What follows belongs to an exercise in optimizing a design on an open flow for small area; a production flow would make more cautious choices. Where RTL was checked, it was by simulation tests only, not by an equivalence proof against the original. Only the layout flow was run in runs 1 to 4; the RTL was not checked for function there. Power is estimated from default activity; no workload was simulated.

===== flow/run.sh =====
#!/bin/bash
# Standard ORFS layout with a smaller port buffer cell and a leaner clock tree.
set -euo pipefail
export BUFFER_PORTS_ARGS="-buffer_cell sky130_fd_sc_hd__buf_1"
export CTS_ARGS="-sink_clustering_enable -repair_clock_nets -dont_use_dummy_load -sink_clustering_size 24 -sink_clustering_max_diameter 50 -buf_list {sky130_fd_sc_hd__clkbuf_16}"
bash standard.sh finish > flow_make.log 2>&1

===== standard.sh =====
#!/bin/bash
# synth_recipe.tcl (not shown) runs the flow's synth.tcl, then flattens the netlist and writes it again
# the make line also repeats each setting of config.mk as NAME=value (left out here)
make -C /OpenROAD-flow-scripts/flow DESIGN_CONFIG=/design/flow/config.mk WORK_HOME=/design/flow/orfs CLKGATE_MAP_FILE= SYNTH_SCRIPT=/design/flow/synth_recipe.tcl "${@:-finish}"

===== config.mk =====
export PLATFORM = sky130hd
export DESIGN_NAME = cpu_top
export DESIGN_NICKNAME = cpu_top
export VERILOG_FILES = /design/flow/design.v
export SDC_FILE = /design/flow/constraint.sdc
export NUM_CORES = 4
export LEC_CHECK = 0
export CAP_MARGIN = 20
export CORE_MARGIN = 2
export CORE_UTILIZATION = 35
export SETUP_SLACK_MARGIN = 0.5
export SLEW_MARGIN = 20

===== constraint.sdc =====
create_clock -name core_clock -period 14.0 [get_ports {clk}]
set_input_delay 2.8000 -clock core_clock [delete_from_list [all_inputs] [get_ports {clk}]]
set_output_delay 2.8000 -clock core_clock [all_outputs]
set_load 0.01 [all_outputs]

===== design.v =====
package cpu_pkg;
    localparam int XLEN = 64;
    typedef struct packed {
        logic            cs;
        logic            we;
        logic [XLEN-1:0] addr;
        logic [XLEN-1:0] wdata;
    } mem_req_t;
endpackage
module cpu_top (
    input  logic                     clk,
    input  logic                     arst_n,
    input  logic [cpu_pkg::XLEN-1:0] mem_rdata,
    output cpu_pkg::mem_req_t        mem_req,
    output logic                     halted
);
    typedef enum logic [2:0] {
        S_CLEAR,
        S_FETCH,
        S_EX1,
        S_EX2,
        S_EX3,
        S_HALT
    } state_e;
    typedef enum logic [2:0] {
        C_ALU,
        C_SHIFT,
        C_ADDI,
        C_LUI,
        C_LD,
        C_SD,
        C_BEQ,
        C_JAL
    } class_e;
    state_e      state;
    logic [5:0]  cnt;
    class_e      cls;
    logic [31:7] ir;
    logic [31:1][63:0] rf;
    logic [63:0] p_q;
    logic [63:0] w_q;
    logic        cy;
    logic        eq;
    logic [5:0]  shamt;
    logic [31:0] nw;
    logic [6:0]  n_op;
    logic [2:0]  n_f3;
    logic [6:0]  n_f7;
    logic        n_legal;
    class_e      n_cls;
    assign nw   = mem_rdata[31:0];
    assign n_op = nw[6:0];
    assign n_f3 = nw[14:12];
    assign n_f7 = nw[31:25];
    always_comb begin
        n_legal = 1'b1;
        n_cls   = C_ALU;
        case (n_op)
            7'b0110011: begin
                if (n_f7 == 7'b0000000) begin
                    case (n_f3)
                        3'b000, 3'b100, 3'b110, 3'b111: n_cls = C_ALU;
                        3'b001, 3'b101:                 n_cls = C_SHIFT;
                        default:                        n_legal = 1'b0;
                    endcase
                end else if (n_f7 != 7'b0100000 || n_f3 != 3'b000) begin
                    n_legal = 1'b0;
                end
            end
            7'b0010011: begin n_cls = C_ADDI; n_legal = (n_f3 == 3'b000); end
            7'b0000011: begin n_cls = C_LD;   n_legal = (n_f3 == 3'b011); end
            7'b0100011: begin n_cls = C_SD;   n_legal = (n_f3 == 3'b011); end
            7'b1100011: begin n_cls = C_BEQ;  n_legal = (n_f3 == 3'b000); end
            7'b1101111: n_cls = C_JAL;
            7'b0110111: n_cls = C_LUI;
            default:    n_legal = 1'b0;
        endcase
    end
    logic is_alu, is_shift, is_addi, is_lui, is_ld, is_sd, is_beq, is_jal;
    logic is_sub, is_sll;
    assign is_alu   = (cls == C_ALU);
    assign is_shift = (cls == C_SHIFT);
    assign is_addi  = (cls == C_ADDI);
    assign is_lui   = (cls == C_LUI);
    assign is_ld    = (cls == C_LD);
    assign is_sd    = (cls == C_SD);
    assign is_beq   = (cls == C_BEQ);
    assign is_jal   = (cls == C_JAL);
    assign is_sub   = is_alu & ir[30];
    assign is_sll   = ~ir[14];
    logic [4:0] rs1_a, rs2_a, rd_a;
    logic       rs2_nz;
    assign rs1_a  = ir[19:15];
    assign rs2_a  = ir[24:20];
    assign rd_a   = ir[11:7];
    assign rs2_nz = (rs2_a != 5'd0);
    logic imm_bit;
    always_comb begin
        imm_bit = ir[31];
        if (is_lui) begin
            if (cnt < 6'd12)      imm_bit = 1'b0;
            else if (cnt < 6'd31) imm_bit = ir[cnt[4:0]];
        end else if (is_jal) begin
            if (cnt == 6'd0)      imm_bit = 1'b0;
            else if (cnt < 6'd11) imm_bit = ir[20 + cnt[3:0]];
            else if (cnt == 6'd11) imm_bit = ir[20];
            else if (cnt < 6'd20) imm_bit = ir[cnt[4:0]];
        end else if (is_beq) begin
            if (cnt == 6'd0)      imm_bit = 1'b0;
            else if (cnt < 6'd5)  imm_bit = ir[7 + cnt[2:0]];
            else if (cnt < 6'd11) imm_bit = ir[20 + cnt[3:0]];
            else if (cnt == 6'd11) imm_bit = ir[7];
        end else if (is_sd) begin
            if (cnt < 6'd5)       imm_bit = ir[7 + cnt[2:0]];
            else if (cnt < 6'd11) imm_bit = ir[20 + cnt[3:0]];
        end else begin
            if (cnt < 6'd11)      imm_bit = ir[20 + cnt[3:0]];
        end
    end
    logic rs1_bit, rs2_bit;
    assign rs1_bit = (rs1_a == 5'd0) ? 1'b0 : rf[rs1_a][0];
    assign rs2_bit = (rs2_a == 5'd0) ? 1'b0 : rf[rs2_a][0];
    logic in_clear, in_fetch, in_ex1, in_ex2, in_ex3;
    assign in_clear = (state == S_CLEAR);
    assign in_fetch = (state == S_FETCH);
    assign in_ex1   = (state == S_EX1);
    assign in_ex2   = (state == S_EX2);
    assign in_ex3   = (state == S_EX3);
    logic op_a, op_b, cin, sum, cout;
    always_comb begin
        if (in_fetch) begin
            op_a = p_q[0];
            op_b = (cnt == 6'd2);
        end else if (is_jal || is_beq) begin
            op_a = p_q[0];
            op_b = imm_bit;
        end else begin
            op_a = rs1_bit;
            op_b = is_alu ? (rs2_bit ^ is_sub) : imm_bit;
        end
    end
    assign cin  = (cnt == 6'd0) ? (is_sub & ~in_fetch) : cy;
    assign sum  = op_a ^ op_b ^ cin;
    assign cout = (op_a & op_b) | (op_a & cin) | (op_b & cin);
    logic [5:0] tap_idx;
    logic       tap_bit, shift_bit;
    assign tap_idx   = is_sll ? (6'd0 - shamt) : shamt;
    assign tap_bit   = w_q[tap_idx];
    assign shift_bit = is_sll ? (tap_bit & (cnt >= shamt)) : tap_bit;
    logic res_bit;
    always_comb begin
        if (in_ex3)                  res_bit = p_q[0];
        else if (is_shift)           res_bit = shift_bit;
        else if (is_jal || is_sd)    res_bit = w_q[0];
        else if (is_lui)             res_bit = imm_bit;
        else if (is_addi)            res_bit = sum;
        else begin
            case (ir[14:12])
                3'b100:  res_bit = rs1_bit ^ rs2_bit;
                3'b110:  res_bit = rs1_bit | rs2_bit;
                3'b111:  res_bit = rs1_bit & rs2_bit;
                default: res_bit = sum;
            endcase
        end
    end
    logic       wen;
    logic [4:0] wa;
    assign wen = (in_ex1 & ~is_shift & ~is_beq & ~is_ld) |
                 (in_ex2 & (is_shift | is_sd)) |
                 in_ex3;
    assign wa  = is_sd ? rs2_a : rd_a;
    logic p_in, w_in;
    always_comb begin
        p_in = p_q[0];
        if (in_clear) begin
            p_in = 1'b0;
        end else if (in_ex1) begin
            if (is_jal || is_ld || is_sd)         p_in = sum;
            else if (!is_beq)                     p_in = w_q[0];
        end else if (in_ex2) begin
            if (is_beq)                           p_in = eq ? sum : w_q[0];
            else if (is_sd)                       p_in = rs2_nz ? rs2_bit : w_q[0];
        end else if (in_ex3) begin
            p_in = w_q[0];
        end
    end
    always_comb begin
        w_in = w_q[0];
        if (in_clear)                            w_in = 1'b0;
        else if (in_fetch)                       w_in = sum;
        else if (in_ex1 && is_shift)             w_in = rs1_bit;
        else if (in_ex1 && is_sd && rs2_nz)      w_in = rs2_bit;
        else if (in_ex2 && is_shift && !is_sll)  w_in = 1'b0;
    end
    always_ff @(posedge clk) begin
        w_q <= {w_in, w_q[63:1]};
        if (in_ex2 && is_ld && cnt == 6'd1)
            p_q <= {mem_rdata[1:0], mem_rdata[63:2]};
        else
            p_q <= {p_in, p_q[63:1]};
    end
    for (genvar r = 1; r < 32; r++) begin : g_rf
        logic sel;
        assign sel = in_clear | (wen & (wa == 5'(r)));
        always_ff @(posedge clk) begin
            rf[r] <= {sel ? (res_bit & ~in_clear) : rf[r][0], rf[r][63:1]};
        end
    end
    always_ff @(posedge clk) begin
        cy <= cout;
        if (in_fetch && cnt == 6'd1) begin
            ir  <= nw[31:7];
            cls <= n_cls;
        end
        if (in_ex1 && is_beq)
            eq <= ((cnt == 6'd0) ? 1'b1 : eq) & (rs1_bit == rs2_bit);
        if (in_ex1 && is_shift && cnt < 6'd6)
            shamt <= {rs2_bit, shamt[5:1]};
    end
    state_e next_state;
    always_comb begin
        next_state = state;
        case (state)
            S_CLEAR: if (cnt == 6'd63) next_state = S_FETCH;
            S_FETCH: begin
                if (cnt == 6'd1 && !n_legal) next_state = S_HALT;
                else if (cnt == 6'd63)       next_state = S_EX1;
            end
            S_EX1: if (cnt == 6'd63)
                next_state = (is_shift || is_beq || is_ld || is_sd) ? S_EX2 : S_FETCH;
            S_EX2: if (cnt == 6'd63) next_state = is_ld ? S_EX3 : S_FETCH;
            S_EX3: if (cnt == 6'd63) next_state = S_FETCH;
            default: next_state = S_HALT;
        endcase
    end
    always_ff @(posedge clk or negedge arst_n) begin
        if (!arst_n) begin
            state <= S_CLEAR;
            cnt   <= '0;
        end else begin
            state <= next_state;
            cnt   <= cnt + 6'd1;
        end
    end
    assign halted        = (state == S_HALT);
    assign mem_req.cs    = (cnt == 6'd0) & (in_fetch | (in_ex2 & (is_ld | is_sd)));
    assign mem_req.we    = in_ex2 & is_sd;
    assign mem_req.addr  = p_q;
    assign mem_req.wdata = w_q & {64{rs2_nz}};
endmodule

==> flow_metrics.tcl, run 1 <==
set metrics [dict create \
    via_count 20300 \
    ys_seq_area_share_pct 88.7 \
    p_leak_nw 21.4 \
    start_util_pct 35.2 \
    worst_path_dominant_cell_family "compound AO/OA/AOI/OAI gates" \
    die-area_sq_mm 0.143 \
    finalHoldViolCount 0 \
    port_buffers 196 \
    ctsResizeCount 0 \
    maxSlewHeadroom_pct 32.9 \
    cp_common_cell "a21oi_1" \
    wl_microns 72000 \
    crit_path_top_delay_cell "ha_1" \
    yosys.cell_types.count 84 \
    period_minus_slack_ps 6520 \
    rsz0062_at_grt "no" \
    core_area_sq_mm 0.140 \
    slowest_delay_ps 930 \
    firstDrtPassIters 7 \
    worstPathCellList "inv_1 > ha_1 > mux2i_1 > mux4_2 > o32a_1 > nand3_1 > o211ai_1 > a221o_1 > fa_1 > a21oi_1 > or3_1 > a21oi_1 > a2111oi_2 > a41oi_4 > o31ai_1" \
    cp_data_required_time_ps 14510 \
    area_growth_syn_to_layout_pct 12.6 \
    dp.cells 4915 \
    fp.dieH_microns 379 \
    status "complete, no violations" \
    synth-main-ff-cell "dfxtp_1" \
    postSynth.asyncResetShare_pct 0.417 \
    pre_cts_ws_ps 7450 \
    syn_area_sq_mm 0.0492 \
    finalWorstSetupSlack_ps 7480 \
    drt_iter0_drc 981 \
    synth_seq_cells 2157 \
    syn-num-nets 2979 \
    post-route-drc-count 0 \
    cts_setup_buffers 0 \
    cp_max_fo 31 \
    cts.path.max_buffers 3 \
    grt_antenna_before_repair 1 \
    ant_nets 0 \
    hpwl_microns 44500 \
    peakVddDrop_mv 0.0960 \
    crit_path_end_kind "register" \
    crit_path_start_kind "register" \
    avgViaCountPerCell 4.03 \
    n_antenna_cell 0 \
    path_clk_slew_ps 80 \
    clk_latency_ps 740 \
    setup_viol 0 \
    crit_buf_inv 1 \
    hold_class "reg -> reg" \
    io_pins 197 \
    yosys_warnings 1 \
    worst_ep_arrival_time_ps 7030 \
    fin_area_sq_mm 0.0554 \
    grt_start_max_net_pins 68 \
    worstSetupPathType "reg -> reg" \
    finalSetupTns_ps 0 \
    cts_buffers 134 \
    grt_util_all_layers_pct 10.1 \
    cts_root_buf "clkbuf_16" \
    power.density_mw_per_mm2 174 \
    overflow 0 \
    wl_per_cell_microns 14.3 \
    drv_slew 0 \
    clock_sink_count 2157 \
    postSynthCellCount 2895 \
    avgSynthCellArea_sq_um 17.0 \
    die_x_microns 379 \
    finalWeightedCongestion 0.797 \
    cts_tree "built" \
    fin_nets 3259 \
    htree_levels 4 \
    grt_pass1_vias 20100 \
    worst_pin_slew_ps 1000 \
    rows 137 \
    fin_crit_sh_pct 46.6 \
    placed_cell_area_sq_mm 0.0520 \
    synth_edf_count 35 \
    max_freq_mhz 153 \
    drive_above_1_share_pct 8.48 \
    layout.cells.non_filler 5049 \
    cts_hold_buf 0 \
    grt_pass1_wl_microns 113000 \
    fin_skew_ps 82.3 \
    cap_violations 0 \
]
-- path summary, 6_finish.rpt --
kind | start | endpoint | slack (ps) | cells past startpoint
max in group asynchronous | arst_n | cnt[3] | 11420 | 1
max reg2reg | cnt[0] | rf[1087] | 7480 | 15
min | rf[1855] | rf[1854] | 260 | 0
max | cnt[0] | rf[1087] | 7480 | 15
min in group asynchronous | arst_n | cnt[1] | 2090 | 1
min reg2reg | rf[1855] | rf[1854] | 260 | 0
-- per-layer routing --
metal | share of wire (%) | vias up | track usage (%)
met5 | 0 | - | 0
met4 | 2.8 | 0 | 3.72
met3 | 5.6 | 170 | 2.63
met2 | 42 | 482 | 14.6
met1 | 50 | 9711 | 14.4
li1 | - | 9964 | -
-- sequential cells by signal (all words and copies together) (netlist names) --
register	cells
p_q	64
ir	25
cnt	6
cy	1
shamt	6
state	3
cls	3
rf	1984
eq	1
w_q	64
-- layout make-up --
cell class                 instances  area [sq um]
sequential                      2157         43600
fill                           12800         84200
timing repair buffer             207           818
multi-input combinational        644          5140
tap                             1876          2350
inverter                          31           116
clock buffer                     134          3350
-- power breakdown --
| group | internal (mW) | total, mW | switching, mW |
|---|---|---|---|
| Clock | 1.69 | 3.45 | 1.75 |
| Combinational | 0.00580 | 0.0192 | 0.0134 |
| Sequential | 6.15 | 6.15 | 0.000117 |
-- worst reg2reg max path, stage by stage, from the launching register on --
cell,delay (ps)
dfrtp_1,820
inv_1,430
ha_1,930
mux2i_1,220
mux4_2,490
o32a_1,410
nand3_1,170
o211ai_1,120
a221o_1,390
fa_1,620
a21oi_1,50
or3_1,330
a21oi_1,170
a2111oi_2,100
a41oi_4,860
o31ai_1,240
-- logic make-up after synthesis --
| logic type | after synthesis | synth area share, % |
|---|---|---|
| AOI/OAI and AO/OA | 208 | 3.08 |
| xor gates and xnor gates | 12 | 0.229 |
| adders and majority gates | 18 | 0.473 |
| buffers and inverters | 94 | 0.937 |
| DFF | 2157 | 88.7 |
| muxes | 119 | 3.62 |
| and+or+nand+nor | 287 | 3.00 |
-- per-stage QoR --
step	util [%]	total power [mW]	hold WS, ps
CTS	39.7	9.75	256
detailed placement	37.3	6.31	312
global route	39.7	9.97	266
global placement	37.3	6.31	310
floorplan	-	6.29	310
finish	39.7	9.61	258
-- synth_stat cells, drive strengths merged, types with 16 or more instances --
master,count,area (sq um)
edfxtp,35,1050
nor2,45,174
mux2i,16,164
o21ai,31,155
a21oi,32,160
inv,29,109
mux2,65,732
nor3,18,90.1
nand3,22,110
buf,33,229
nor2b,72,450
dfxtp,2113,42300
ha,17,213
a31oi,42,263
clkbuf,30,115
mux4,38,886
o31ai,39,328
nand2,80,300
-- placed cells by master, fill, tap and decap left out, drive strengths merged, types with 5 or more instances in the layout --
master / Yosys / final
nand3: 22 / 22
a31oi: 42 / 42
nand2: 80 / 80
nand3b: 6 / 6
nor2: 45 / 45
o21ai: 31 / 31
nand2b: 9 / 9
buf: 33 / 207
and3: 7 / 7
xnor2: 9 / 9
a21oi: 32 / 32
nor2b: 72 / 72
edfxtp: 35 / 35
nor3: 18 / 18
dfrtp: 9 / 9
inv: 29 / 29
a211oi: 6 / 6
mux4: 38 / 38
mux2i: 16 / 16
ha: 17 / 17
mux2: 65 / 65
dfxtp: 2113 / 2113
clkbuf: 30 / 134
o31ai: 39 / 39
a22oi: 6 / 6
nand4: 5 / 5
==> inputs of run 2 (changes only) <==
==> flow/run.sh (replaced) <==
#!/bin/bash
# Standard ORFS layout with a smaller port buffer cell and a leaner clock tree.
set -euo pipefail
export BUFFER_PORTS_ARGS="-buffer_cell sky130_fd_sc_hd__buf_1"
export CTS_ARGS="-sink_clustering_enable -repair_clock_nets -dont_use_dummy_load -sink_clustering_size 18 -sink_clustering_max_diameter 50 -buf_list {sky130_fd_sc_hd__clkbuf_8}"
bash standard.sh finish > flow_make.log 2>&1
==> run 2 against run 1 <==
Effect of this change:
- clock skew grew 26 ps
- cell count grew 0.40%
- die area is the same
- largest cell class unchanged
==> flow_metrics.tcl, run 2 <==
set metrics [dict create \
    status "complete, no violations" \
    cts_setup_buffers 0 \
    ctsResizeCount 0 \
    postSynth.asyncResetShare_pct 0.417 \
    synth_top_area_share_pct 86.1 \
    core_area_sq_mm 0.140 \
    rsz0062_at_grt "no" \
    hp-start "rf[1855]" \
    yosys.cell_types.count 84 \
    largest_reg_flops 1984 \
    syn-num-nets 2979 \
    fillerInstances 13000 \
    via_count 20300 \
    p_leak_nw 20.9 \
    path_clk_slew_ps 100 \
    max_freq_mhz 154 \
    drt_iter0_drc 1124 \
    top_register "rf" \
    crit_path_start_kind "register" \
    finalHoldViolCount 0 \
    startpoint "cnt[0]" \
    worstReg2RegStart "cnt[0]" \
    rows 137 \
    postSynthCellCount 2895 \
    post-route-drc-count 0 \
    clock_sink_count 2157 \
    die_x_microns 379 \
    clk_latency_ps 840 \
    fin_crit_sh_pct 46.3 \
    placed_cell_area_sq_mm 0.0520 \
    fin_skew_ps 108 \
    cts.path.max_buffers 3 \
    synth.most_common_cell "dfxtp_1" \
    synth_seq_cells 2157 \
    yosys_warnings 1 \
    htree_levels 4 \
    grt_pass1_vias 20200 \
    io_pins 197 \
    cts_buffers 154 \
    wl_per_cell_microns 14.2 \
    hpwl_microns 44500 \
    cts_tree "built" \
    die-area_sq_mm 0.143 \
    overflow 0 \
    final_common_cell "dfxtp_1" \
    synth_edf_count 35 \
    wl_microns 72200 \
    power.density_mw_per_mm2 163 \
    final_cell_mix "dfxtp_1 (2113), buf_1 (196), clkbuf_8 (154), nand2_1 (80), nor2b_1 (72)" \
    fp.dieH_microns 379 \
    fin_area_sq_mm 0.0541 \
    worst_pin_slew_ps 1010 \
    dp.cells 4915 \
    yosys.area.top_type "dfxtp_1" \
    worstSetupPathType "reg -> reg" \
    cp_data_required_time_ps 14620 \
    avgViaCountPerCell 4.01 \
    cts_root_buf "clkbuf_8" \
    ys_top_cells_by_area "dfxtp_1 (86%), edfxtp_1 (2.1%), mux2_2 (1.5%), mux4_2 (1.4%), nor2b_1 (0.92%)" \
    hold_class "reg -> reg" \
    finalWeightedCongestion 0.797 \
    grt_antenna_before_repair 1 \
    synth_commonest_cells "dfxtp_1 (2113), nand2_1 (80), nor2b_1 (72)" \
    grt_util_all_layers_pct 10.1 \
    ys_seq_area_share_pct 88.7 \
    avgSynthCellArea_sq_um 17.0 \
    grt_pass1_wl_microns 114000 \
    synth-main-ff-cell "dfxtp_1" \
    firstDrtPassIters 5 \
    fin_nets 3279 \
    ant_nets 0 \
    period_minus_slack_ps 6490 \
    n_antenna_cell 0 \
    grt_start_max_net_pins 68 \
    crit_path_end_kind "register" \
    maxSlewHeadroom_pct 32.2 \
    setup_viol 0 \
    port_buffers 196 \
    finalSetupTns_ps 0 \
    drive_above_1_share_pct 9.05 \
    reg_top3 "rf x1984, p_q x64, w_q x64" \
    cap_violations 0 \
    cts_hold_buf 0 \
    drv_slew 0 \
    worst_ep_arrival_time_ps 7110 \
    peakVddDrop_mv 0.0703 \
    start_util_pct 35.2 \
    cp_max_fo 31 \
    layout.cells.non_filler 5069 \
    syn_area_sq_mm 0.0492 \
    area_growth_syn_to_layout_pct 10.1 \
]
-- run 2: logic make-up after synthesis --
logic type	synth area share [%]
XOR/XNOR	0.229
AND/OR/NAND/NOR	3.00
multiplexers	3.62
flip-flops	88.7
adder cells (fa/ha/maj)	0.473
AO/OA/AOI/OAI	3.08
buffers and inverters	0.937
-- run 2: report_power, final --
part,switching [mW],total (mW),internal [mW]
registers,0.000108,6.15,6.15
logic,0.0134,0.0192,0.00580
clock network,1.67,2.66,0.986
-- run 2: cell type report --
class / instances / area (sq um) / area share, %
clock buffer: 154 / 2120 / 3.92
timing repair buffer: 207 / 818 / 1.51
multi-input combinational: 644 / 5140 / 9.50
sequential: 2157 / 43600 / 80.5
inverter: 31 / 116 / 0.215
tap: 1876 / 2350 / 4.34
-- run 2: path summary, 6_finish.rpt --
path	end	slack [ps]	cells past startpoint
max	rf[1087]	7510	15
min	rf[1854]	260	0
max reg2reg	rf[1087]	7510	15
min reg2reg	rf[1854]	260	0
min in group asynchronous	state[2]	1980	1
max in group asynchronous	cnt[3]	11500	1
-- run 2: worst max-delay path: stages, from the launching register on --
cell	delay, ps
dfrtp_1	810
inv_1	430
ha_1	930
mux2i_1	210
mux4_2	490
o32a_1	410
nand3_1	170
o211ai_1	120
a221o_1	390
fa_1	620
a21oi_1	50
or3_1	330
a21oi_1	170
a2111oi_2	100
a41oi_4	870
o31ai_1	220
-- run 2: through the flow --
stage	util, %	power, mW	setup slack [ps]	hold slack, ps
4_1_cts	38.8	8.97	7440	251
6_report	38.8	8.83	7510	255
2_1_floorplan	-	6.29	9380	310
5_1_grt	38.8	9.20	7010	253
3_3_place_gp	37.3	6.31	7430	310
3_5_place_dp	37.3	6.31	7450	312
-- run 2: metal layers --
metal | track usage, % | vias up | share of wire, %
li1 | - | 9961 | -
met1 | 14.4 | 9707 | 50
met2 | 14.6 | 505 | 41
met3 | 2.88 | 162 | 6.0
met4 | 3.79 | 0 | 2.6
met5 | 0 | - | 0
==> inputs of run 3 (changes only) <==
--- a/design.v
+++ b/design.v
@@ -40,8 +40,10 @@
     logic [63:0] p_q;
     logic [63:0] w_q;
     logic        cy;
-    logic        eq;
-    logic [5:0]  shamt;
+    logic        eq;       
+    logic [5:0]  shamt;    
+    assign eq    = ir[12];
+    assign shamt = ir[30:25];
     logic [31:0] nw;
     logic [6:0]  n_op;
     logic [2:0]  n_f3;
@@ -88,12 +90,14 @@
     assign is_jal   = (cls == C_JAL);
     assign is_sub   = is_alu & ir[30];
     assign is_sll   = ~ir[14];
-    logic [4:0] rs1_a, rs2_a, rd_a;
-    logic       rs2_nz;
+    logic [4:0] rs1_a, rs2_a, rd_a, rb_a;
+    logic       rs2_nz, rd_nz;
     assign rs1_a  = ir[19:15];
     assign rs2_a  = ir[24:20];
     assign rd_a   = ir[11:7];
     assign rs2_nz = (rs2_a != 5'd0);
+    assign rd_nz  = (rd_a != 5'd0);
+    assign rb_a   = is_ld ? rd_a : rs2_a;
     logic imm_bit;
     always_comb begin
         imm_bit = ir[31];
@@ -119,7 +123,7 @@
     end
     logic rs1_bit, rs2_bit;
     assign rs1_bit = (rs1_a == 5'd0) ? 1'b0 : rf[rs1_a][0];
-    assign rs2_bit = (rs2_a == 5'd0) ? 1'b0 : rf[rs2_a][0];
+    assign rs2_bit = (rb_a == 5'd0) ? 1'b0 : rf[rb_a][0];
     logic in_clear, in_fetch, in_ex1, in_ex2, in_ex3;
     assign in_clear = (state == S_CLEAR);
     assign in_fetch = (state == S_FETCH);
@@ -149,9 +153,8 @@
     assign shift_bit = is_sll ? (tap_bit & (cnt >= shamt)) : tap_bit;
     logic res_bit;
     always_comb begin
-        if (in_ex3)                  res_bit = p_q[0];
-        else if (is_shift)           res_bit = shift_bit;
-        else if (is_jal || is_sd)    res_bit = w_q[0];
+        if (is_shift)                res_bit = shift_bit;
+        else if (is_jal || is_sd || is_ld) res_bit = w_q[0];
         else if (is_lui)             res_bit = imm_bit;
         else if (is_addi)            res_bit = sum;
         else begin
@@ -165,7 +168,7 @@
     end
     logic       wen;
     logic [4:0] wa;
-    assign wen = (in_ex1 & ~is_shift & ~is_beq & ~is_ld) |
+    assign wen = (in_ex1 & ~is_shift & ~is_beq) |
                  (in_ex2 & (is_shift | is_sd)) |
                  in_ex3;
     assign wa  = is_sd ? rs2_a : rd_a;
@@ -175,13 +178,12 @@
         if (in_clear) begin
             p_in = 1'b0;
         end else if (in_ex1) begin
-            if (is_jal || is_ld || is_sd)         p_in = sum;
+            if (is_jal || is_sd || (is_ld && rd_nz)) p_in = sum;
             else if (!is_beq)                     p_in = w_q[0];
         end else if (in_ex2) begin
             if (is_beq)                           p_in = eq ? sum : w_q[0];
             else if (is_sd)                       p_in = rs2_nz ? rs2_bit : w_q[0];
-        end else if (in_ex3) begin
-            p_in = w_q[0];
+            else if (is_ld)                       p_in = rs2_bit;
         end
     end
     always_comb begin
@@ -190,20 +192,30 @@
         else if (in_fetch)                       w_in = sum;
         else if (in_ex1 && is_shift)             w_in = rs1_bit;
         else if (in_ex1 && is_sd && rs2_nz)      w_in = rs2_bit;
+        else if (in_ex1 && is_ld)                w_in = 1'b0;
         else if (in_ex2 && is_shift && !is_sll)  w_in = 1'b0;
     end
+    logic ld_cap;
+    assign ld_cap = in_ex2 & is_ld & (cnt == 6'd1);
     always_ff @(posedge clk) begin
-        w_q <= {w_in, w_q[63:1]};
-        if (in_ex2 && is_ld && cnt == 6'd1)
-            p_q <= {mem_rdata[1:0], mem_rdata[63:2]};
-        else
-            p_q <= {p_in, p_q[63:1]};
-    end
+        w_q <= {w_in, w_q[63:1]} | ({64{ld_cap}} & {mem_rdata[1:0], mem_rdata[63:2]});
+        p_q <= {p_in, p_q[63:1]};
+    end
+    logic [3:0] wsel_lo;
+    logic [7:0] wsel_hi;
+    logic       wbit;
+    for (genvar k = 0; k < 4; k++) begin : g_wlo
+        assign wsel_lo[k] = in_clear | (wa[1:0] == 2'(k));
+    end
+    for (genvar k = 0; k < 8; k++) begin : g_whi
+        assign wsel_hi[k] = in_clear | (wen & (wa[4:2] == 3'(k)));
+    end
+    assign wbit = res_bit & ~in_clear;
     for (genvar r = 1; r < 32; r++) begin : g_rf
         logic sel;
-        assign sel = in_clear | (wen & (wa == 5'(r)));
+        assign sel = wsel_lo[r % 4] & wsel_hi[r / 4];
         always_ff @(posedge clk) begin
-            rf[r] <= {sel ? (res_bit & ~in_clear) : rf[r][0], rf[r][63:1]};
+            rf[r] <= {sel ? wbit : rf[r][0], rf[r][63:1]};
         end
     end
     always_ff @(posedge clk) begin
@@ -213,9 +225,9 @@
             cls <= n_cls;
         end
         if (in_ex1 && is_beq)
-            eq <= ((cnt == 6'd0) ? 1'b1 : eq) & (rs1_bit == rs2_bit);
+            ir[12] <= ((cnt == 6'd0) ? 1'b1 : eq) & (rs1_bit == rs2_bit);
         if (in_ex1 && is_shift && cnt < 6'd6)
-            shamt <= {rs2_bit, shamt[5:1]};
+            ir[30:25] <= {rs2_bit, ir[30:26]};
     end
     state_e next_state;
     always_comb begin
@@ -227,7 +239,7 @@
                 else if (cnt == 6'd63)       next_state = S_EX1;
             end
             S_EX1: if (cnt == 6'd63)
-                next_state = (is_shift || is_beq || is_ld || is_sd) ? S_EX2 : S_FETCH;
+                next_state = (is_shift || is_beq || (is_ld && rd_nz) || is_sd) ? S_EX2 : S_FETCH;
             S_EX2: if (cnt == 6'd63) next_state = is_ld ? S_EX3 : S_FETCH;
             S_EX3: if (cnt == 6'd63) next_state = S_FETCH;
             default: next_state = S_HALT;
==> flow/run.sh (replaced) <==
#!/bin/bash
# Standard ORFS layout with a smaller port buffer cell and a leaner clock tree
# (small sink clusters, no dummy loads).
set -euo pipefail
export BUFFER_PORTS_ARGS="-buffer_cell sky130_fd_sc_hd__buf_1"
export CTS_ARGS="-sink_clustering_enable -repair_clock_nets -dont_use_dummy_load -sink_clustering_size 22 -sink_clustering_max_diameter 35 -buf_list {sky130_fd_sc_hd__clkbuf_8}"
bash standard.sh finish > flow_make.log 2>&1
--- a/config.mk
+++ b/config.mk
@@ -7,6 +7,6 @@
 export LEC_CHECK = 0
 export CAP_MARGIN = 20
 export CORE_MARGIN = 2
-export CORE_UTILIZATION = 35
+export CORE_UTILIZATION = 70
 export SETUP_SLACK_MARGIN = 0.5
 export SLEW_MARGIN = 20
==> run 3 against run 2 <==
Effect of this change:
- still clean on timing, DRC and antenna
- sequential power is essentially flat
- total power grew 1.0%
- clock skew shrank 7.1 ps
- via count grew 3.2%
- clock power grew 5%
- critical path type unchanged
==> flow_metrics.tcl, run 3 <==
set metrics [dict create \
    grt_util_all_layers_pct 23.8 \
    avgViaCountPerCell 5.01 \
    reg_top3 "rf x1984, p_q x64, w_q x64" \
    port_buffers 196 \
    finalWeightedCongestion 0.869 \
    cts_buffers 172 \
    cts_tree "built" \
    fin_skew_ps 101 \
    io_pins 197 \
    firstDrtPassIters 5 \
    yosys.cell_types.count 78 \
    largest_reg_flops 1984 \
    setup_viol 0 \
    maxSlewHeadroom_pct 31.5 \
    synth_commonest_cells "dfxtp_1 (2113), o21ai_0 (97), nand2_1 (86)" \
    core_area_sq_mm 0.0687 \
    yosys.area.top_type "dfxtp_1" \
    finalSetupTns_ps 0 \
    hold_class "reg -> reg" \
    fin_crit_sh_pct 45.1 \
    ant_nets 0 \
    slowest_delay_ps 760 \
    clock_sink_count 2150 \
    final_common_cell "dfxtp_1" \
    peakVddDrop_mv 0.129 \
    rows 96 \
    crit_path_start_kind "register" \
    cap_violations 0 \
    cp_max_fo 31 \
    grt_start_max_net_pins 65 \
    cp_data_required_time_ps 14620 \
    via_count 21000 \
    fp.dieH_microns 268 \
    worstSetupPathType "reg -> reg" \
    yosys_warnings 1 \
    synth_top_area_share_pct 86.8 \
    period_minus_slack_ps 6320 \
    grt_pass1_wl_microns 127000 \
    worst_ep_arrival_time_ps 6940 \
    synth-main-ff-cell "dfxtp_1" \
    postSynth.asyncResetShare_pct 0.419 \
    finalHoldViolCount 0 \
    finalWorstSetupSlack_ps 7680 \
    cts_root_buf "clkbuf_8" \
    wl_microns 83700 \
    drv_slew 0 \
    postSynthCellCount 2943 \
    ys_top_cells_by_area "dfxtp_1 (87%), edfxtp_1 (1.7%), mux4_2 (1.7%), a21o_1 (1.0%), o21ai_0 (1.0%)" \
    syn_area_sq_mm 0.0487 \
    crit_buf_inv 3 \
    clk_latency_ps 810 \
    overflow 0 \
    hpwl_microns 56100 \
    crit_path_top_delay_cell "or3b_1" \
    top_register "rf" \
    die-area_sq_mm 0.0717 \
    worst_pin_slew_ps 1010 \
    drive_above_1_share_pct 7.34 \
    ys_seq_area_share_pct 89.0 \
    drt_iter0_drc 1254 \
    final_cell_mix "dfxtp_1 (2113), buf_1 (196), clkbuf_8 (172), o21ai_0 (97), nand2_1 (86)" \
    fin_nets 3343 \
    cts_setup_buffers 0 \
    start_util_pct 70.9 \
    power.density_mw_per_mm2 169 \
    post-route-drc-count 0 \
    syn-num-nets 3028 \
    avgSynthCellArea_sq_um 16.6 \
    status "complete, no violations" \
    synth_edf_count 28 \
    path_clk_slew_ps 90 \
    worstPathCellList "or3b_1 > mux2i_4 > ha_1 > inv_2 > mux4_2 > a221oi_1 > a211oi_1 > a31oi_4 > xnor2_1 > a211oi_2 > fa_1 > inv_1 > a21oi_1 > a2111oi_4 > buf_4 > nand2_1 > o21ai_0" \
    p_leak_nw 21.4 \
    pre_cts_ws_ps 7800 \
    synth_seq_cells 2150 \
    max_freq_mhz 158 \
    rsz0062_at_grt "no" \
    cts.path.max_buffers 3 \
    grt_antenna_before_repair 5 \
    ctsResizeCount 0 \
    area_growth_syn_to_layout_pct 8.43 \
    htree_levels 4 \
    die_x_microns 268 \
    synth.most_common_cell "dfxtp_1" \
    utilization_pct 76.9 \
    grt_pass1_vias 22200 \
    cts_hold_buf 0 \
    worst_path_dominant_cell_family "compound AO/OA/AOI/OAI gates" \
    crit_path_end_kind "register" \
    wl_per_cell_microns 20.0 \
]
[run 3: cell types whose count changed in the layout (fill, tap and decap cells not counted), moves of 17 or more]
cell / delta
a21o_1: +65
clkbuf_8: +18
mux2_2: -61
o31ai_1: -26
and2_1: +69
a31oi_1: -31
nor2b_1: -63
o21ai_0: +66
nor2_1: +17
[run 3: power breakdown]
group          total [mW]  switching, mW  internal [mW]
registers            6.12     0.00000970           6.12
clock network        2.78           1.68           1.10
logic              0.0178         0.0117        0.00614
total                8.92           1.69           7.23
[run 3: kinds of logic (layout without fill, tap and decap cells)]
logic type | count (synthesis) | count (layout) | synth area share (%)
flip-flops | 2150 | 2150 | 89.0
AND/OR/NAND/NOR | 331 | 331 | 3.51
AO/OA/AOI/OAI | 270 | 270 | 3.68
buffers and inverters | 95 | 408 | 0.786
multiplexers | 60 | 60 | 2.19
adder cells (fa/ha/maj) | 20 | 20 | 0.524
XOR/XNOR | 17 | 17 | 0.321
other | 0 | 1 | 0
[run 3: worst paths after layout]
path / from / end / slack (ps) / depth (start not counted)
worst max-delay path: cls[2] / rf[1087] / 7680 / 17
worst min-delay path: rf[8] / rf[7] / 250 / 0
worst max register to register: cls[2] / rf[1087] / 7680 / 17
worst min register to register: rf[8] / rf[7] / 250 / 0
max in group asynchronous: arst_n / cnt[4] / 11490 / 1
min in group asynchronous: arst_n / cnt[2] / 2020 / 1
[run 3: layout make-up]
cell class,instances,area [sq um]
clock buffer,172,2370
timing repair buffer,208,826
multi-input combinational,698,5010
antenna,1,2.50
sequential,2150,43400
inverter,28,105
tap,931,1160
fill,3512,15900
[run 3: per-layer routing]
metal	wire length, microns	vias to the layer above	share of wire, %	global-route usage, %
met5	30	-	0.036	0
met4	2840	4	3.4	9.77
met1	35200	10000	42	30.4
met2	41000	667	49	39.5
met3	4700	233	5.6	5.40
li1	-	10100	-	-
[run 3: metrics by stage]
stage          total power, mW  hold WS, ps  instances  instance area, sq um
2_1_floorplan             6.27          310       2943                 48700
3_3_place_gp              6.28          310       4015                 50500
3_5_place_dp              6.28          312       4015                 50500
4_1_cts                   8.97          255       4187                 52800
5_1_grt                   9.18          251       4188                 52800
6_report                  8.92          255       4188                 52800
[run 3: worst reg2reg max path, delay by kind of cell (launching register included)]
kind	cells	cell delay, ps
buffers and inverters	3	730
flip-flops	1	590
AND/OR/NAND/NOR	2	870
AO/OA/AOI/OAI	7	1870
multiplexers	2	1110
adder cells (fa/ha/maj)	2	890
XOR/XNOR	1	130
==> inputs of run 4 (changes only) <==
==> flow/run.sh (replaced) <==
#!/bin/bash
# Standard ORFS layout with a smaller port buffer cell and a leaner clock tree
# (small sink clusters, no dummy loads).
set -euo pipefail
export BUFFER_PORTS_ARGS="-buffer_cell sky130_fd_sc_hd__buf_1"
export CTS_ARGS="-sink_clustering_enable -repair_clock_nets -dont_use_dummy_load -sink_clustering_size 11 -sink_clustering_max_diameter 30 -buf_list {sky130_fd_sc_hd__clkbuf_4}"
bash standard.sh finish > flow_make.log 2>&1
==> run 4 against run 3 <==
Effect of this change:
- sequential share of layout area up 0.88 points
- critical endpoint is now mem_req[61]
- flip-flop and latch count unchanged
- routed wire length up 0.17%
- total power down 3.7%
- synthesized cell count unchanged
- critical path depth down 12
- register-to-register slack about the same
- final area down 1.1%
- die area unchanged
==> flow_metrics.tcl, run 4 <==
set metrics [dict create \
    status "complete, no violations" \
    top_register "rf" \
    postSynthCellCount 2943 \
    power.share.switching_pct 19.5 \
    cts_buffers 238 \
    fp.dieH_microns 268 \
    power_frac_comb_pct 0.2 \
    finalHoldViolCount 0 \
    drv_slew 0 \
    drive_above_1_share_pct 9.18 \
    port_buffers 196 \
    synth_top_area_share_pct 86.8 \
    reg_top3 "rf x1984, p_q x64, w_q x64" \
    grt_util_all_layers_pct 24.0 \
    die-area_sq_mm 0.0717 \
    clock_sink_count 2150 \
    syn_area_sq_mm 0.0487 \
    grt_antenna_before_repair 6 \
    regArea_sq_mm 0.0434 \
    grt_pass1_vias 22700 \
    period_minus_slack_ps 6500 \
    firstDrtPassIters 5 \
    avgSynthCellArea_sq_um 16.6 \
    rows 96 \
    synth.most_common_cell "dfxtp_1" \
    wl_microns 83900 \
    fillerInstances 3728 \
    die_x_microns 268 \
    synth_edf_count 28 \
    avgViaCountPerCell 5.03 \
    yosys.area.top_type "dfxtp_1" \
    ctsResizeCount 0 \
    cts.path.max_buffers 3 \
    maxSlewHeadroom_pct 30.0 \
    wl_met3_microns 4340 \
    synth_commonest_cells "dfxtp_1 (2113), o21ai_0 (97), nand2_1 (86)" \
    hpwl_microns 56100 \
    yosys.cell_types.count 78 \
    seq_power_share_pct 71.3 \
    htree_levels 4 \
    ys_top_cells_by_area "dfxtp_1 (87%), edfxtp_1 (1.7%), mux4_2 (1.7%), a21o_1 (1.0%), o21ai_0 (1.0%)" \
    worstSetupPathType "reg -> out" \
    wl_met1_microns 35400 \
    via_count 21400 \
    worst_ep_arrival_time_ps 3700 \
    setup_viol 0 \
    grt_start_max_net_pins 65 \
    crit_path_start_kind "register" \
    drt_iter0_drc 1260 \
    cap_violations 0 \
    path_clk_slew_ps 100 \
    power.density_mw_per_mm2 164 \
    highest_layer "met5" \
    p_sw_mw 1.68 \
    cts_setup_buffers 0 \
    final_cell_mix "dfxtp_1 (2113), clkbuf_4 (238), buf_1 (196), o21ai_0 (97), nand2_1 (86)" \
    cp_max_fo 46 \
    cts_root_buf "clkbuf_4" \
    cts_hold_buf 0 \
    finalWorstSetupSlack_ps 7500 \
    p_int_mw 6.91 \
    postSynth.asyncResetShare_pct 0.419 \
    finalWeightedCongestion 0.869 \
    finalSetupTns_ps 0 \
    pre_cts_ws_ps 7800 \
    worst_pin_slew_ps 1040 \
    rsz0062_at_grt "no" \
    fin_crit_sh_pct 46.5 \
    syn-num-nets 3028 \
    start_util_pct 70.9 \
    synth-main-ff-cell "dfxtp_1" \
    cp_data_required_time_ps 11200 \
    hold_class "reg -> reg" \
    io_pins 197 \
    multi_input_area_sq_mm 0.00501 \
    p_leak_nw 21.2 \
    max_freq_mhz 154 \
    crit_path_end_kind "output port" \
    cts_tree "built" \
    overflow 0 \
    ys_seq_area_share_pct 89.0 \
    grt_pass1_wl_microns 128000 \
    dr_wl_met2_microns 41100 \
    core_area_sq_mm 0.0687 \
    ant_nets 0 \
    yosys_warnings 1 \
    area_growth_syn_to_layout_pct 7.27 \
    synth_seq_cells 2150 \
    fin_skew_ps 135 \
    largest_reg_flops 1984 \
    peakVddDrop_mv 0.123 \
    final_common_cell "dfxtp_1" \
    clkPwrFrac_pct 28.4 \
    wl_per_cell_microns 19.7 \
    clk_latency_ps 1100 \
    post-route-drc-count 0 \
    fin_nets 3409 \
]
## run 4: cell counts after synthesis
No cell type changed its count.
## run 4: worst max-delay path: stages (launching register included)
cell and delay (ps):
edfxtp_1 640, nor3_1 690, nand2_1 550, buf_4 430, and2_1 220, buf_1 130
## run 4: final timing paths
path | depth (start not counted) | start | to | slack, ps
max in group asynchronous | 1 | arst_n | cnt[4] | 11710
worst max register to register | 17 | cls[0] | rf[1087] | 7690
worst min-delay path | 0 | rf[8] | rf[7] | 220
worst max-delay path | 5 | ir[22] | mem_req[61] | 7500
min in group asynchronous | 1 | arst_n | state[2] | 1800
worst min register to register | 0 | rf[8] | rf[7] | 220
## run 4: power groups by stage
stage          registers, mW  logic [mW]  clock network (mW)
2_1_floorplan           6.27     0.00432                   0
3_3_place_gp            6.27      0.0172                   0
3_5_place_dp            6.27      0.0175                   0
4_1_cts                 6.12      0.0176                2.51
5_1_grt                 6.13      0.0193                2.74
6_report                6.12      0.0178                2.44
## run 4: metal layers
metal,track usage (%),up-vias
li1,-,10300
met1,30.6,10200
met2,39.4,676
met3,5.22,216
met4,11.6,4
met5,0,-
## run 4: logic make-up (layout without fill, tap and decap cells)
group           after synthesis  count (layout)  share of synthesized area (%)
fa+ha+maj                    20              20                          0.524
mux                          60              60                           2.19
buf+inv                      95             474                          0.786
compound gates              270             270                           3.68
flops                      2150            2150                           89.0
simple gates                331             331                           3.51
other cells                   0               8                              0
xor+xnor                     17              17                          0.321
## run 4: cell type report
type | count | share of cell area [%]
Clock buffer | 238 | 3.42
Multi-Input combinational cell | 698 | 9.58
Sequential cell | 2150 | 83.0
Antenna cell | 8 | 0.0383
Tap cell | 931 | 2.23
Inverter | 28 | 0.201
Timing Repair Buffer | 208 | 1.58
## run 4: metrics by stage
stage / util [%] / instances / total power [mW] / hold WS, ps / area [sq um]
floorplan: - / 2943 / 6.27 / 310 / 48700
global placement: 73.5 / 4015 / 6.28 / 310 / 50500
detailed placement: 73.5 / 4015 / 6.28 / 312 / 50500
CTS: 76.1 / 4253 / 8.65 / 221 / 52300
global route: 76.1 / 4255 / 8.88 / 209 / 52300
finish: 76.1 / 4261 / 8.58 / 218 / 52300
==> inputs of run 5 (changes only) <==
--- a/design.v
+++ b/design.v
@@ -201,21 +201,11 @@
         w_q <= {w_in, w_q[63:1]} | ({64{ld_cap}} & {mem_rdata[1:0], mem_rdata[63:2]});
         p_q <= {p_in, p_q[63:1]};
     end
-    logic [3:0] wsel_lo;
-    logic [7:0] wsel_hi;
-    logic       wbit;
-    for (genvar k = 0; k < 4; k++) begin : g_wlo
-        assign wsel_lo[k] = in_clear | (wa[1:0] == 2'(k));
-    end
-    for (genvar k = 0; k < 8; k++) begin : g_whi
-        assign wsel_hi[k] = in_clear | (wen & (wa[4:2] == 3'(k)));
-    end
-    assign wbit = res_bit & ~in_clear;
     for (genvar r = 1; r < 32; r++) begin : g_rf
         logic sel;
-        assign sel = wsel_lo[r % 4] & wsel_hi[r / 4];
+        assign sel = in_clear | (wen & (wa == 5'(r)));
         always_ff @(posedge clk) begin
-            rf[r] <= {sel ? wbit : rf[r][0], rf[r][63:1]};
+            rf[r] <= {sel ? (res_bit & ~in_clear) : rf[r][0], rf[r][63:1]};
         end
     end
     always_ff @(posedge clk) begin
==> flow/run.sh (replaced) <==
#!/bin/bash
# Standard ORFS layout with a smaller port buffer cell and a leaner clock tree
# (clkbuf_8 leaves over small sink clusters, no dummy loads).
set -euo pipefail
export BUFFER_PORTS_ARGS="-buffer_cell sky130_fd_sc_hd__buf_1"
export CTS_ARGS="-sink_clustering_enable -repair_clock_nets -dont_use_dummy_load -sink_clustering_size 20 -sink_clustering_max_diameter 50 -buf_list {sky130_fd_sc_hd__clkbuf_8}"
bash standard.sh finish > flow_make.log 2>&1
==> run 5 against run 4 <==
Effect of this change:
- routed wire length up 12%
- clock power is 5% higher
- worst hold slack better by 23 ps
- total power increased by 1.4%
- via count decreased by 0.62%
- final area about the same
- clock-buffer cell count is 106 lower
- critical path depth is 16 higher
- critical endpoint is now rf[191]
- clock skew shrank 47 ps
==> flow_metrics.tcl, run 5 <==
set metrics [dict create \
    status "complete, no violations" \
    cts_hold_buf 0 \
    worstPathCellList "or3b_1 > mux2i_4 > ha_1 > or3b_2 > a41oi_1 > nor4_1 > nor3_1 > o31ai_1 > o211ai_2 > xnor2_1 > a211oi_2 > fa_1 > nor2b_1 > a41o_1 > a2111oi_0 > a21oi_1 > o221ai_1 > nand4_1 > o41ai_2 > buf_4 > mux2_2" \
    peakVddDrop_mv 0.140 \
    final_cell_mix "dfxtp_1 (2113), buf_1 (196), clkbuf_8 (132), and2_1 (77)" \
    cp_max_fo 31 \
    postSynthCellCount 2951 \
    path_clk_slew_ps 120 \
    ys_top_cells_by_area "dfxtp_1 (87%), edfxtp_1 (1.7%), a21o_1 (1.0%), and2_1 (0.99%), mux4_2 (0.83%)" \
    grt_start_max_net_pins 65 \
    start_util_pct 70.9 \
    fin_skew_ps 88.4 \
    holdWs_ps 241 \
    via_count 21300 \
    placed_cell_area_sq_mm 0.0505 \
    synth-main-ff-cell "dfxtp_1" \
    synth_top_area_share_pct 86.8 \
    io_pins 197 \
    seq_power_share_pct 70.4 \
    fin_area_sq_mm 0.0523 \
    fin_nets 3307 \
    drt_iter0_drc 1534 \
    crit_buf_inv 1 \
    highest_layer "met5" \
    dr_wl_met2_microns 47000 \
    power.share.switching_pct 19.7 \
    p_leak_nw 21.1 \
    cp_data_required_time_ps 14720 \
    postSynth.asyncResetShare_pct 0.419 \
    hpwl_microns 58300 \
    final_common_cell "dfxtp_1" \
    cts.path.max_buffers 3 \
    wl_microns 94100 \
    synth_edf_count 28 \
    finalHoldViolCount 0 \
    port_buffers 196 \
    firstDrtPassIters 5 \
    clkPwrFrac_pct 29.4 \
    cts_setup_buffers 0 \
    clock_sink_count 2150 \
    reg_top3 "rf x1984, p_q x64, w_q x64" \
    power.density_mw_per_mm2 166 \
    grt_util_all_layers_pct 26.8 \
    crit_path_end_kind "register" \
    top_register "rf" \
    synth.most_common_cell "dfxtp_1" \
    yosys.area.top_type "dfxtp_1" \
    yosys_warnings 1 \
    grt_pass1_vias 22900 \
    fp.dieH_microns 268 \
    avgViaCountPerCell 5.13 \
    power_frac_comb_pct 0.2 \
    cts_buffers 132 \
    clk_latency_ps 790 \
    finalWeightedCongestion 0.847 \
    drive_above_1_share_pct 6.43 \
    synth_commonest_cells "dfxtp_1 (2113), and2_1 (77), a21o_1 (68), nand2_1 (68), clkbuf_1 (61)" \
    largest_reg_flops 1984 \
    crit_path_top_delay_cell "edfxtp_1" \
    p_int_mw 6.99 \
    cap_violations 0 \
    period_minus_slack_ps 7640 \
    synth_seq_cells 2150 \
    area_growth_syn_to_layout_pct 7.25 \
    power_mw 8.70 \
    htree_levels 4 \
    slowest_delay_ps 770 \
    ctsResizeCount 0 \
    finalSetupTns_ps 0 \
    cts_tree "built" \
    maxSlewHeadroom_pct 25.3 \
    crit_path_start_kind "register" \
    die-area_sq_mm 0.0718 \
    wl_per_cell_microns 22.6 \
    rows 96 \
    drv_slew 0 \
    p_sw_mw 1.71 \
    worst_pin_slew_ps 1120 \
    max_freq_mhz 131 \
    cts_root_buf "clkbuf_8" \
    wl_met3_microns 4270 \
    syn_area_sq_mm 0.0487 \
    post-route-drc-count 0 \
    worst_ep_arrival_time_ps 8360 \
    worstSetupPathType "reg -> reg" \
    overflow 0 \
    worst_path_dominant_cell_family "compound AO/OA/AOI/OAI gates" \
    core_area_sq_mm 0.0687 \
    ant_nets 0 \
    hold_class "reg -> reg" \
    grt_antenna_before_repair 5 \
    setup_viol 0 \
    syn-num-nets 3036 \
    ys_seq_area_share_pct 89.0 \
    wl_met1_microns 39400 \
    avgSynthCellArea_sq_um 16.5 \
    die_x_microns 268 \
    rsz0062_at_grt "no" \
    fin_crit_sh_pct 54.6 \
    yosys.cell_types.count 67 \
    grt_pass1_wl_microns 141000 \
]
run 5: power by group through the flow:
| stage | Clock, mW | Combinational (mW) | Sequential, mW |
|---|---|---|---|
| after floorplan | 0 | 0.00488 | 6.27 |
| after global placement | 0 | 0.0192 | 6.27 |
| after detailed placement | 0 | 0.0197 | 6.27 |
| after CTS | 2.60 | 0.0201 | 6.13 |
| after global routing | 2.79 | 0.0217 | 6.13 |
| final | 2.55 | 0.0207 | 6.13 |
run 5: cells by family after synthesis:
family	count (synthesis)	synth area share, %
compound gates	241	3.41
xor+xnor	20	0.359
fa+ha+maj	19	0.503
buf+inv	97	0.801
flops	2150	89.0
mux	75	2.12
simple gates	349	3.84
run 5: worst register-to-register path, cell delays in order, from the launching register on:
cell       delay, ps
edfxtp_1         770
or3b_1           510
mux2i_4          710
ha_1             760
or3b_2           240
a41oi_1          120
nor4_1           370
nor3_1           110
o31ai_1          310
o211ai_2         300
xnor2_1          260
a211oi_2         360
fa_1             550
nor2b_1          180
a41o_1           230
a2111oi_0        590
a21oi_1           80
o221ai_1         270
nand4_1          160
o41ai_2           90
buf_4            370
mux2_2           290
run 5: final timing paths:
kind	slack (ps)	to	cells after the start	start
setup reg to reg	6360	rf[191]	21	cls[2]
setup / recovery	6360	rf[191]	21	cls[2]
min in group asynchronous	2060	state[1]	1	arst_n
hold reg to reg	240	rf[1409]	0	rf[1410]
max in group asynchronous	11410	cnt[0]	1	arst_n
hold / removal	240	rf[1409]	0	rf[1410]
run 5: cell type report:
cell class	instances	area [sq um]
repair buffers	205	803
well taps	931	1160
inverters	29	109
diodes	3	7.51
clock buffers	132	1820
flip-flops and latches	2150	43400
fillers	3449	16400
multi-input cells	704	5010
run 5: routing by layer:
layer / up-vias / global-route usage (%)
met1: 10400 / 34.5
met5: - / 0
met2: 661 / 45.2
li1: 9998 / -
met3: 240 / 5.01
met4: 2 / 10.6
run 5: metrics by stage:
stage | worst slack [ps] | utilization, % | instances
2_1_floorplan | 8140 | - | 2951
3_5_place_dp | 6560 | 73.4 | 4019
6_report | 6360 | 76.1 | 4154
5_1_grt | 5970 | 76.1 | 4152
4_1_cts | 6440 | 76.1 | 4151
3_3_place_gp | 6710 | 73.4 | 4019
==> inputs of run 6 (changes only) <==
--- a/design.v
+++ b/design.v
@@ -97,7 +97,7 @@
     assign rd_a   = ir[11:7];
     assign rs2_nz = (rs2_a != 5'd0);
     assign rd_nz  = (rd_a != 5'd0);
-    assign rb_a   = is_ld ? rd_a : rs2_a;
+    assign rb_a   = (is_ld || (is_shift && in_ex2)) ? rd_a : rs2_a;
     logic imm_bit;
     always_comb begin
         imm_bit = ir[31];
@@ -146,11 +146,26 @@
     assign cin  = (cnt == 6'd0) ? (is_sub & ~in_fetch) : cy;
     assign sum  = op_a ^ op_b ^ cin;
     assign cout = (op_a & op_b) | (op_a & cin) | (op_b & cin);
-    logic [5:0] tap_idx;
-    logic       tap_bit, shift_bit;
-    assign tap_idx   = is_sll ? (6'd0 - shamt) : shamt;
-    assign tap_bit   = w_q[tap_idx];
-    assign shift_bit = is_sll ? (tap_bit & (cnt >= shamt)) : tap_bit;
+    logic [2:0] sk, sj, c_hi, c_lo, sk_neg;
+    logic       tap_c, tap_f, tap_fl;
+    logic       sll_coarse, sll_fine, srl_coarse, srl_fine, shift_bit;
+    assign sk     = shamt[5:3];
+    assign sj     = shamt[2:0];
+    assign c_hi   = cnt[5:3];
+    assign c_lo   = cnt[2:0];
+    assign sk_neg = 3'd0 - sk;
+    assign tap_c  = w_q[{(is_sll ? sk_neg : sk), 3'b000}];    
+    assign tap_f  = w_q[{3'b000, sj}];                         
+    assign tap_fl = w_q[6'd63 - {3'b000, sj} + 6'd1];          
+    assign sll_coarse = (c_hi >= sk) & ((sk == 3'd0) ? rs1_bit : tap_c);
+    assign sll_fine   = ((c_hi != 3'd0) || (c_lo >= sj)) & ((sj == 3'd0) ? rs2_bit : tap_fl);
+    assign srl_coarse = ({1'b0, c_hi} + {1'b0, sk} <= 4'd7) & tap_c;
+    assign srl_fine   = ((c_hi != 3'd7) || ({1'b0, c_lo} + {1'b0, sj} <= 4'd7)) & tap_f;
+    always_comb begin
+        if (!is_sll)     shift_bit = srl_fine;
+        else if (in_ex1) shift_bit = sll_coarse;
+        else             shift_bit = sll_fine;
+    end
     logic res_bit;
     always_comb begin
         if (is_shift)                res_bit = shift_bit;
@@ -168,8 +183,8 @@
     end
     logic       wen;
     logic [4:0] wa;
-    assign wen = (in_ex1 & ~is_shift & ~is_beq) |
-                 (in_ex2 & (is_shift | is_sd)) |
+    assign wen = (in_ex1 & ~(is_shift & ~is_sll) & ~is_beq) |
+                 (in_ex2 & ((is_shift & is_sll) | is_sd)) |
                  in_ex3;
     assign wa  = is_sd ? rs2_a : rd_a;
     logic p_in, w_in;
@@ -193,7 +208,7 @@
         else if (in_ex1 && is_shift)             w_in = rs1_bit;
         else if (in_ex1 && is_sd && rs2_nz)      w_in = rs2_bit;
         else if (in_ex1 && is_ld)                w_in = 1'b0;
-        else if (in_ex2 && is_shift && !is_sll)  w_in = 1'b0;
+        else if (in_ex2 && is_shift)             w_in = is_sll ? rs2_bit : srl_coarse;
     end
     logic ld_cap;
     assign ld_cap = in_ex2 & is_ld & (cnt == 6'd1);
@@ -201,11 +216,21 @@
         w_q <= {w_in, w_q[63:1]} | ({64{ld_cap}} & {mem_rdata[1:0], mem_rdata[63:2]});
         p_q <= {p_in, p_q[63:1]};
     end
+    logic [3:0] wsel_lo;
+    logic [7:0] wsel_hi;
+    logic       wbit;
+    for (genvar k = 0; k < 4; k++) begin : g_wlo
+        assign wsel_lo[k] = in_clear | (wa[1:0] == 2'(k));
+    end
+    for (genvar k = 0; k < 8; k++) begin : g_whi
+        assign wsel_hi[k] = in_clear | (wen & (wa[4:2] == 3'(k)));
+    end
+    assign wbit = res_bit & ~in_clear;
     for (genvar r = 1; r < 32; r++) begin : g_rf
         logic sel;
-        assign sel = in_clear | (wen & (wa == 5'(r)));
+        assign sel = wsel_lo[r % 4] & wsel_hi[r / 4];
         always_ff @(posedge clk) begin
-            rf[r] <= {sel ? (res_bit & ~in_clear) : rf[r][0], rf[r][63:1]};
+            rf[r] <= {sel ? wbit : rf[r][0], rf[r][63:1]};
         end
     end
     always_ff @(posedge clk) begin
@@ -216,8 +241,10 @@
         end
         if (in_ex1 && is_beq)
             ir[12] <= ((cnt == 6'd0) ? 1'b1 : eq) & (rs1_bit == rs2_bit);
-        if (in_ex1 && is_shift && cnt < 6'd6)
-            ir[30:25] <= {rs2_bit, ir[30:26]};
+        if (in_fetch && is_shift && cnt >= 6'd2 && cnt < 6'd6)
+            ir[30:27] <= {rs2_bit, ir[30:28]};
+        if (in_ex1 && is_shift && cnt < 6'd2)
+            ir[26:25] <= {rs2_bit, ir[26]};
     end
     state_e next_state;
     always_comb begin
@@ -230,7 +257,7 @@
             end
             S_EX1: if (cnt == 6'd63)
                 next_state = (is_shift || is_beq || (is_ld && rd_nz) || is_sd) ? S_EX2 : S_FETCH;
-            S_EX2: if (cnt == 6'd63) next_state = is_ld ? S_EX3 : S_FETCH;
+            S_EX2: if (cnt == 6'd63) next_state = (is_ld || (is_shift && !is_sll)) ? S_EX3 : S_FETCH;
             S_EX3: if (cnt == 6'd63) next_state = S_FETCH;
             default: next_state = S_HALT;
         endcase
==> flow/run.sh (replaced) <==
#!/bin/bash
# The standard ORFS layout, with three changes:
#  - synthesis maps the logic with an area-only ABC script (flow/abc_area.script,
#    no buffering or upsizing) and without the adder-cell mapping; registers
#    are mapped exactly as in the standard synthesis;
#  - ports are buffered with buf_1 instead of a delay cell;
#  - the clock tree uses small sink clusters and no dummy loads.
set -euo pipefail
rm -rf scripts_area
cp -r "$FLOW_HOME/scripts" scripts_area
cp flow/abc_area.script scripts_area/abc_area.script
export SCRIPTS_DIR="$PWD/scripts_area"
export ABC_AREA=1
export ADDER_MAP_FILE=
export BUFFER_PORTS_ARGS="-buffer_cell sky130_fd_sc_hd__buf_1"
export CTS_ARGS="-sink_clustering_enable -repair_clock_nets -dont_use_dummy_load -sink_clustering_size 11 -sink_clustering_max_diameter 30 -buf_list {sky130_fd_sc_hd__clkbuf_4}"
bash standard.sh finish > flow_make.log 2>&1
==> flow/abc_area.script (new file) <==
strash
dc2
dch -f
amap
strash
dch -f
amap
==> run 6 against run 5 <==
Effect of this change:
- global-route usage down 0.40 points
- sequential share of layout area up 2.2 points
- via count up 0.91%
- flip-flop and latch count unchanged
- highest routed layer is now met4
- synthesized cell count about the same
- routed wire length down 4.9%
- worst setup slack worse by 440 ps
- sequential power up 23%
- total power up 20%
- core utilization down 0.10 points
==> flow_metrics.tcl, run 6 <==
set metrics [dict create \
    max_freq_mhz 124 \
    placed_cell_area_sq_mm 0.0492 \
    yosys.cell_types.count 40 \
    crit_path_end_kind "register" \
    core_area_sq_mm 0.0670 \
    area_growth_syn_to_layout_pct 7.77 \
    grt_antenna_before_repair 4 \
    overflow 0 \
    grt_pass1_wl_microns 137000 \
    grt_pass1_vias 23200 \
    power.share.switching_pct 22.8 \
    clock_sink_count 2150 \
    ys_top_cells_by_area "dfxtp_1 (89%), edfxtp_1 (1.8%), clkinv_1 (1.7%), nor2_1 (1.5%), o21ai_0 (1.2%)" \
    cp_common_cell "clkinv_1" \
    use_met1_pct 32.7 \
    cts.path.max_buffers 3 \
    yosys_warnings 1 \
    final_common_cell "dfxtp_1" \
    fin_skew_ps 159 \
    worstSetupPathType "reg -> reg" \
    fin_area_sq_mm 0.0509 \
    power_frac_comb_pct 3.9 \
    top_usage_layer "met2" \
    cp_data_required_time_ps 14830 \
    top_register "rf" \
    die_x_microns 264 \
    ys_seq_area_share_pct 91.7 \
    hpwl_microns 57100 \
    fp.dieH_microns 264 \
    yosys.area.top_type "dfxtp_1" \
    io_pins 197 \
    synth_seq_cells 2150 \
    die-area_sq_mm 0.0696 \
    drt_iter0_drc 1544 \
    grt_util_all_layers_pct 26.4 \
    path_clk_slew_ps 110 \
    maxSlewHeadroom_pct 31.2 \
    start_util_pct 70.5 \
    synth.most_common_cell "dfxtp_1" \
    cts_setup_buffers 0 \
    cts_buffers 234 \
    finalSetupTns_ps 0 \
    via_count 21500 \
    multi_input_area_sq_mm 0.00310 \
    synth_commonest_cells "dfxtp_1 (2113), clkinv_1 (217), nor2_1 (193)" \
    fin_nets 3459 \
    slowest_delay_ps 670 \
    drv_slew 0 \
    peakVddDrop_mv 0.164 \
    period_minus_slack_ps 8080 \
    finalWeightedCongestion 0.887 \
    worst_pin_slew_ps 1030 \
    hold_class "reg -> reg" \
    postSynthCellCount 2953 \
    avgViaCountPerCell 5.03 \
    cts_root_buf "clkbuf_4" \
    largest_reg_flops 1984 \
    final_cell_mix "dfxtp_1 (2113), clkbuf_4 (234), clkinv_1 (216), buf_1 (196), nor2_1 (192)" \
    fin_crit_sh_pct 57.7 \
    worst_ep_arrival_time_ps 8900 \
    status "complete, no violations" \
    power_mw 10.4 \
    synth_top_area_share_pct 89.5 \
    met2_usage_pct 45.5 \
    clkPwrFrac_pct 23.7 \
    finalHoldViolCount 0 \
    grt_start_max_net_pins 67 \
    cp_max_fo 31 \
    htree_levels 4 \
    syn_area_sq_mm 0.0473 \
    ant_nets 0 \
    cts_tree "built" \
    setup_viol 0 \
    crit_path_start_kind "register" \
    synth-main-ff-cell "dfxtp_1" \
    p_leak_nw 20.1 \
    port_buffers 196 \
    firstDrtPassIters 5 \
    post-route-drc-count 0 \
    seq_power_share_pct 72.4 \
    reg_top3 "rf x1984, p_q x64, w_q x64" \
    rsz0062_at_grt "no" \
    p_int_mw 8.06 \
    syn-num-nets 3019 \
    drive_above_1_share_pct 7.25 \
    fillerInstances 3555 \
    avgSynthCellArea_sq_um 16.0 \
    ctsResizeCount 0 \
    postSynth.asyncResetShare_pct 0.419 \
    wl_microns 89400 \
    wl_per_cell_microns 20.9 \
    clk_latency_ps 1080 \
    rows 95 \
    power.density_mw_per_mm2 205 \
    regArea_sq_mm 0.0434 \
    crit_path_top_delay_cell "o22ai_1" \
    cts_hold_buf 0 \
    cap_violations 0 \
    grtUsageMet3_pct 5.35 \
    p_sw_mw 2.38 \
    synth_edf_count 28 \
]
[run 6: changes by cell type after synthesis, sizes merged, moves of 37 or more]
cell    previous run  this run
clkinv             0       217
nor2              54       193
clkbuf            61         0
o22ai              1        38
and2              78         1
a21o              68         0
o21ai             37       109
[run 6: power by group through the flow]
| stage | logic [mW] | registers [mW] | clock network [mW] |
|---|---|---|---|
| 2_1_floorplan | 0.208 | 7.48 | 0 |
| 5_1_grt | 0.446 | 7.63 | 2.76 |
| 3_5_place_dp | 0.403 | 7.67 | 0 |
| 6_report | 0.410 | 7.56 | 2.47 |
| 3_3_place_gp | 0.381 | 7.57 | 0 |
| 4_1_cts | 0.409 | 7.58 | 2.54 |
[run 6: worst paths after layout]
kind	startpoint	end	slack, ps	depth (start not counted)
worst max-delay path	cls[2]	rf[191]	5920	29
worst min-delay path	rf[1701]	rf[1700]	250	0
worst max register to register	cls[2]	rf[191]	5920	29
worst min register to register	rf[1701]	rf[1700]	250	0
max in group asynchronous	arst_n	cnt[2]	11540	1
min in group asynchronous	arst_n	cnt[3]	1800	1
[run 6: final cells by class]
type                       instances  area share [%]
sequential                      2150            85.1
antenna                            5          0.0246
timing repair buffer             204            1.56
tap                              873            2.14
inverter                         217            1.60
clock buffer                     234            3.45
multi-input combinational        586            6.08
[run 6: logic make-up (layout without fill, tap and decap cells)]
logic type	Yosys count	in the layout	share of synthesized area [%]
DFF	2150	2150	91.7
and+or+nand+nor	298	298	2.54
AOI/OAI and AO/OA	288	288	3.99
buffers and inverters	217	655	1.72
other	0	5	0
[run 6: per-layer routing]
metal  up-vias  wire length (microns)
met1     10200                  36900
met4         0                   2680
met3       203                   4570
met2       773                  45300
met5         -                      0
li1      10300                      -
[run 6: worst max-delay path, delay by kind of cell (launching register included)]
| family | cells | cell delay (ps) |
|---|---|---|
| simple gates | 11 | 2190 |
| buf+inv | 7 | 1990 |
| flops | 1 | 380 |
| compound gates | 11 | 3300 |
[run 6: metrics by stage]
stage                     utilization (%)  worst slack, ps  hold WS (ps)  std cells
after floorplan                         -             6740           310       2953
after global placement               73.3             6190           310       4030
after detailed placement             73.3             6080           312       4030
after CTS                            76.0             5950           234       4264
after global routing                 76.0             5200           237       4268
final                                76.0             5920           248       4269

separate check: timing with driven ports:
In the flow no input, the clock included, has a driving cell. The finished layouts below were timed again as built, in two steps.
Step 1, drivers: a clkbuf_16 drives clk and a buf_2 each remaining input, both assumed.
Step 2 also shifts input and output timing later by t, the mid clock arrival at the registers, as if the neighbouring blocks saw the same clock.
a / b / c = ideal ports / drivers / drivers and shift; a / b = the first two.
| run | t, ns | slack for setup (ns) | worst setup path after step 2 |
|---|---|---|---|
| run 1 | 0.762 | 7.478 / 7.478 / 7.478 | register to register |
| run 2 | 0.843 | 7.514 / 7.514 / 7.514 | register to register |
| run 3 | 0.836 | 7.683 / 7.683 / 7.683 | register to register |
| run 4 | 1.103 | 7.496 / 7.433 / 7.689 | register to register |
| run 5 | 0.828 | 6.363 / 6.363 / 6.363 | register to register |
| run 6 | 1.060 | 5.921 / 5.921 / 5.921 | register to register |
After both steps setup and hold are still met in every run listed.
